This design comes from an exercise in tuning for small area, a short achievable clock period and few clock cycles per item on the open sky130 flow, not from production work. At most, simulation tests tie the RTL to the original design; equivalence was not proved.

==> build 28 <==
Design alu_cluster, start of the top module:
module alu_cluster (
  input  logic          clk,
  input  logic          rst,
  input  logic          in_valid,
  output logic          in_ready,
  input  logic [145:0]  in_req,
  output logic          out_valid,
  input  logic          out_ready,
  output logic [72:0]   out_rsp
);
localparam int DATA_W     = 64;
localparam int HALF_W     = 32;  
localparam int TAG_W      = 4;
localparam int NUM_LANES  = 4;
localparam int LANE_IDX_W = 2;
localparam int FL_C = 3;
localparam int FL_V = 2;
localparam int FL_N = 1;
localparam int FL_Z = 0;
localparam logic [3:0] OP_ADD = 4'd0;
localparam logic [3:0] OP_SUB = 4'd1;
localparam logic [3:0] OP_AND = 4'd2;
localparam logic [3:0] OP_OR  = 4'd3;
localparam logic [3:0] OP_XOR = 4'd4;
localparam logic [3:0] OP_SHL = 4'd5;
localparam logic [3:0] OP_SHR = 4'd6;
localparam logic [3:0] OP_SAR = 4'd7;
localparam logic [3:0] OP_SXT = 4'd8;
localparam logic [1:0] SXT_BYTE = 2'd0;
localparam logic [1:0] SXT_HALF = 2'd1;
localparam logic [1:0] SXT_WORD = 2'd2;
localparam int REQ_W   = 146;
localparam int RQ_TAG  = 0;
localparam int RQ_B    = 4;
localparam int RQ_A    = 68;
localparam int RQ_FIN  = 132;
localparam int RQ_SXT  = 136;
localparam int RQ_COND = 138;
localparam int RQ_OP   = 142;
localparam int RSP_W   = 73;
localparam int RS_TAG  = 0;
localparam int RS_TK   = 4;
localparam int RS_FL   = 5;
localparam int RS_RES  = 9;
  logic              slot_free;
  logic [RSP_W-1:0]  rsp_d;
  logic [RSP_W-1:0]  rsp_q;
  alu_lane lane_i (
    .req      (in_req),
    .load     (slot_free),
    .res_held (rsp_q[RS_RES +: DATA_W]),
    .rsp      (rsp_d)
  );
  assign slot_free = ~out_valid | out_ready;
  assign in_ready  = slot_free;
  always_ff @(posedge clk) begin
    if (rst)
      out_valid <= 1'b0;
    else if (slot_free)
      out_valid <= in_valid;
  end
  always_ff @(posedge clk) begin
    rsp_q[RS_RES +: DATA_W] <= rsp_d[RS_RES +: DATA_W];
    if (slot_free)
      rsp_q[RS_RES-1:0] <= rsp_d[RS_RES-1:0];
  end
  always_comb begin
    out_rsp = rsp_q;
    if (rsp_q[RS_TK]) begin
      out_rsp[RS_FL + FL_N] = rsp_q[RS_RES + DATA_W - 1];
      out_rsp[RS_FL + FL_Z] = ~|rsp_q[RS_RES +: DATA_W];
    end
  end
endmodule
export LEC_CHECK = 0
export ABC_AREA = 1
export CAP_MARGIN = 30
export CORE_MARGIN = 2
export CORE_UTILIZATION = 40
export PLACE_DENSITY = 0.6
export SETUP_SLACK_MARGIN = 2.0
export SLEW_MARGIN = 20
create_clock -name core_clock -period 6.0 [get_ports {clk}]
standard.sh (not shown) runs the stock make flow with config.mk's settings and CLKGATE_MAP_FILE= SYNTH_SCRIPT=/design/flow/synth_recipe.tcl, a recipe that flattens the netlist after the stock synthesis.
==> flow/flow/run.sh <==
#!/bin/bash
# The standard layout, with plain buf_1 cells as the port buffers (the resizer
# upsizes them where timing needs it).
set -euo pipefail
export BUFFER_PORTS_ARGS="-buffer_cell sky130_fd_sc_hd__buf_1"
export ADDER_MAP_FILE=
export SKIP_GATE_CLONING=1
bash standard.sh > standard.log 2>&1
==> inputs of trial 17, as changes to build 28 <==
--- a/flow/design.v
+++ b/flow/design.v
@@ -99,18 +99,16 @@
       4'd14:   taken = 1'b1;
       default: taken = 1'b0;
     endcase
   end
 endmodule
 `timescale 1ns/1ps
 module alu_lane (
   input  logic [145:0]  req,
-  input  logic          load,       
-  input  logic [63:0]   res_held,   
   output logic [72:0]   rsp
 );
 localparam int DATA_W     = 64;
 localparam int HALF_W     = 32;  
 localparam int TAG_W      = 4;
 localparam int NUM_LANES  = 4;
 localparam int LANE_IDX_W = 2;
 localparam int FL_C = 3;
@@ -167,44 +165,40 @@
   assign is_sub = (op == OP_SUB);
   assign is_and = (op == OP_AND);
   assign is_or  = (op == OP_OR);
   assign is_xor = (op == OP_XOR);
   assign is_shl = (op == OP_SHL);
   assign is_shr = (op == OP_SHR);
   assign is_sar = (op == OP_SAR);
   assign is_sxt = (op == OP_SXT);
-  logic              inv_b;
   logic [DATA_W-1:0] bx;
   logic [DATA_W-1:0] p;
   logic [DATA_W-1:0] g;
   logic [DATA_W-1:0] gg;    
   logic [DATA_W-1:0] gp;    
   logic [DATA_W:0]   c;     
   logic [DATA_W-1:0] sum;
-  assign inv_b = op[0];
-  assign bx = b ^ {DATA_W{inv_b}};
+  assign bx = b ^ {DATA_W{is_sub}};
   assign p  = a ^ bx;
   assign g  = a & bx;
   always_comb begin
     gg = g;
     gp = p;
-    gg[0] = g[0] | (p[0] & inv_b);
-    for (int l = 0; l < 6; l++)
-      for (int j = (2 << l) - 1; j < DATA_W; j += (2 << l)) begin
-        gg[j] = gg[j] | (gp[j] & gg[j - (1 << l)]);
-        gp[j] = gp[j] & gp[j - (1 << l)];
-      end
-    for (int l = 4; l >= 0; l--)
-      for (int j = 3 * (1 << l) - 1; j < DATA_W; j += (2 << l)) begin
-        gg[j] = gg[j] | (gp[j] & gg[j - (1 << l)]);
-        gp[j] = gp[j] & gp[j - (1 << l)];
+    gg[0] = g[0] | (p[0] & is_sub);
+    for (int l = 0; l < 6; l++) begin
+      for (int j = 0; j < DATA_W; j++) begin
+        if (((j >> l) & 1) == 1) begin
+          gg[j] = gg[j] | (gp[j] & gg[((j >> l) << l) - 1]);
+          gp[j] = gp[j] & gp[((j >> l) << l) - 1];
+        end
       end
+    end
   end
-  assign c   = {gg, inv_b};
+  assign c   = {gg, is_sub};
   assign sum = p ^ c[DATA_W-1:0];
   logic [5:0]        sh;
   logic [DATA_W-1:0] sh_in;
   logic [DATA_W-1:0] sh_out;
   logic [DATA_W-1:0] sh_rev;
   logic              fill;
   assign sh   = b[5:0];
   assign fill = is_sar & a[DATA_W-1];
@@ -219,39 +213,38 @@
   end
   logic              s_fill;
   logic [DATA_W-1:0] keep_a;
   logic [DATA_W-1:0] ext;
   assign s_fill = (sxt == SXT_BYTE) ? a[7] : (sxt == SXT_HALF) ? a[15] : a[31];
   always_comb begin
     for (int i = 0; i < DATA_W; i++) begin
       if (i < 8)
-        keep_a[i] = load & (~taken | is_sxt);
+        keep_a[i] = ~taken | is_sxt;
       else if (i < 16)
-        keep_a[i] = load & (~taken | (is_sxt & (sxt != SXT_BYTE)));
+        keep_a[i] = ~taken | (is_sxt & (sxt != SXT_BYTE));
       else if (i < 32)
-        keep_a[i] = load & (~taken | (is_sxt & sxt[1]));
+        keep_a[i] = ~taken | (is_sxt & sxt[1]);
       else
-        keep_a[i] = load & ~taken;
-      ext[i] = load & taken & is_sxt & ~keep_a[i];
+        keep_a[i] = ~taken;
+      ext[i] = taken & is_sxt & ~keep_a[i];
     end
   end
-  logic t_arith, t_p, t_g, t_b, t_shr, t_shl;
-  assign t_arith = load & taken & (is_add | is_sub);
-  assign t_p     = load & taken & is_xor;
-  assign t_b     = load & taken & is_or;
-  assign t_g     = load & taken & (is_and | is_or);
-  assign t_shr   = load & taken & (is_shr | is_sar);
-  assign t_shl   = load & taken & is_shl;
+  logic t_arith, t_p, t_g, t_shr, t_shl;
+  assign t_arith = taken & (is_add | is_sub);
+  assign t_p     = taken & (is_xor | is_or);
+  assign t_g     = taken & (is_and | is_or);
+  assign t_shr   = taken & (is_shr | is_sar);
+  assign t_shl   = taken & is_shl;
   logic [DATA_W-1:0] res;
   always_comb begin
     for (int i = 0; i < DATA_W; i++)
-      res[i] = (t_arith & sum[i]) | (t_p & p[i]) | (t_g & g[i]) | (t_b & b[i]) |
+      res[i] = (t_arith & sum[i]) | (t_p & p[i]) | (t_g & g[i]) |
                (t_shr & sh_out[i]) | (t_shl & sh_rev[i]) |
-               (keep_a[i] & a[i]) | (ext[i] & s_fill) | (~load & res_held[i]);
+               (keep_a[i] & a[i]) | (ext[i] & s_fill);
   end
   logic fc, fv;
   assign fc = (is_add | is_sub) & c[DATA_W];
   assign fv = (is_add | is_sub) & (a[DATA_W-1] == bx[DATA_W-1]) &&
               (sum[DATA_W-1] != a[DATA_W-1]);
   assign rsp[RS_RES +: DATA_W] = res;
   assign rsp[RS_FL + FL_C]     = taken ? fc : fin[FL_C];
   assign rsp[RS_FL + FL_V]     = taken ? fv : fin[FL_V];
@@ -439,33 +432,30 @@
 localparam int RS_TAG  = 0;
 localparam int RS_TK   = 4;
 localparam int RS_FL   = 5;
 localparam int RS_RES  = 9;
   logic              slot_free;
   logic [RSP_W-1:0]  rsp_d;
   logic [RSP_W-1:0]  rsp_q;
   alu_lane lane_i (
-    .req      (in_req),
-    .load     (slot_free),
-    .res_held (rsp_q[RS_RES +: DATA_W]),
-    .rsp      (rsp_d)
+    .req (in_req),
+    .rsp (rsp_d)
   );
   assign slot_free = ~out_valid | out_ready;
   assign in_ready  = slot_free;
   always_ff @(posedge clk) begin
     if (rst)
       out_valid <= 1'b0;
     else if (slot_free)
       out_valid <= in_valid;
   end
   always_ff @(posedge clk) begin
-    rsp_q[RS_RES +: DATA_W] <= rsp_d[RS_RES +: DATA_W];
     if (slot_free)
-      rsp_q[RS_RES-1:0] <= rsp_d[RS_RES-1:0];
+      rsp_q <= rsp_d;
   end
   always_comb begin
     out_rsp = rsp_q;
     if (rsp_q[RS_TK]) begin
       out_rsp[RS_FL + FL_N] = rsp_q[RS_RES + DATA_W - 1];
       out_rsp[RS_FL + FL_Z] = ~|rsp_q[RS_RES +: DATA_W];
     end
   end
==> flow/flow/run.sh (replaced) <==
#!/bin/bash
# The standard layout, with plain buf_1 cells as the port buffers (the resizer
# upsizes them where timing needs it).
set -euo pipefail
export BUFFER_PORTS_ARGS="-buffer_cell sky130_fd_sc_hd__buf_1"

bash standard.sh > standard.log 2>&1
- CORE_UTILIZATION: 40 -> 65
- PLACE_DENSITY: 0.6 -> 0.75
==> qor.csv <==
metric,value,unit
outcome,timing/DRC/antenna clean,
Worst-path clk slew,0.07,ns
Inserted Diodes,3,
Placement Rows,68,
transition time at the pin with the least slew margin,0.9858,ns
Sequential Area,1572,µm²
end-of-flow core utilization,0.4501,
number of distinct standard cells referenced by the synthesized netlist,57,
setup slack at placement,1.206,ns
nonclk buf count,278,
FILL cells,3950,
adder and majority cell fraction of the synthesized area,0,
height of the die,192.2,µm
non-clk buf share,0.09458,
RePlAce Congestion,1.093,
invs w/o clock,264,
post-placement cell count,3204,
M1 wire length,30.79,mm
[end of results for build 28]
==> qor.csv <==
metric,value,unit
outcome,timing/DRC/antenna clean,
invs w/o clock,223,
post-placement cell count,3079,
height of the die,158.3,µm
Placement Rows,56,
FILL cells,1910,
Sequential Area,2212,µm²
nonclk buf count,305,
end-of-flow core utilization,0.7469,
transition time at the pin with the least slew margin,1.068,ns
number of distinct standard cells referenced by the synthesized netlist,39,
RePlAce Congestion,1.139,
setup slack at placement,0.7745,ns
adder and majority cell fraction of the synthesized area,0.05948,
Worst-path clk slew,0.09,ns
Inserted Diodes,4,
non-clk buf share,0.09964,
WP buf/inv,5,
[end of results for trial 17]
Testbench counts of trial 17, summed over its fixed seeds: cycles 27,441, items 24,000.
Function not checked in build 28: the RTL went through the layout flow alone.

==> static timing again, ports no longer ideal <==
How much do the figures lean on ideal ports? The routed layouts below were timed once more, with nothing changed but the port constraints.
Step 1 assumes that a clkbuf_16 drives the clock port and a buf_2 every other input.
Step 2, shift: input delay + t, output delay - t, t = (earliest + latest rising clock arrival at the registers) / 2. This alone moves slack from input paths to output paths.
Three values: ideal, step 1, step 2; two values: the first two.
run	shift t [ns]	setup WS [ns]	pins driven straight from the clock port
build 28	0.410	1.997 / 2.024 / 1.614	1
trial 17	0.410	1.783 / 1.753 / 1.343	1
After both steps setup and hold are still met in every run listed. For trial 17, which loses most, drivers alone change the setup slack by -0.030 ns; drivers and shift together by -0.440 ns.
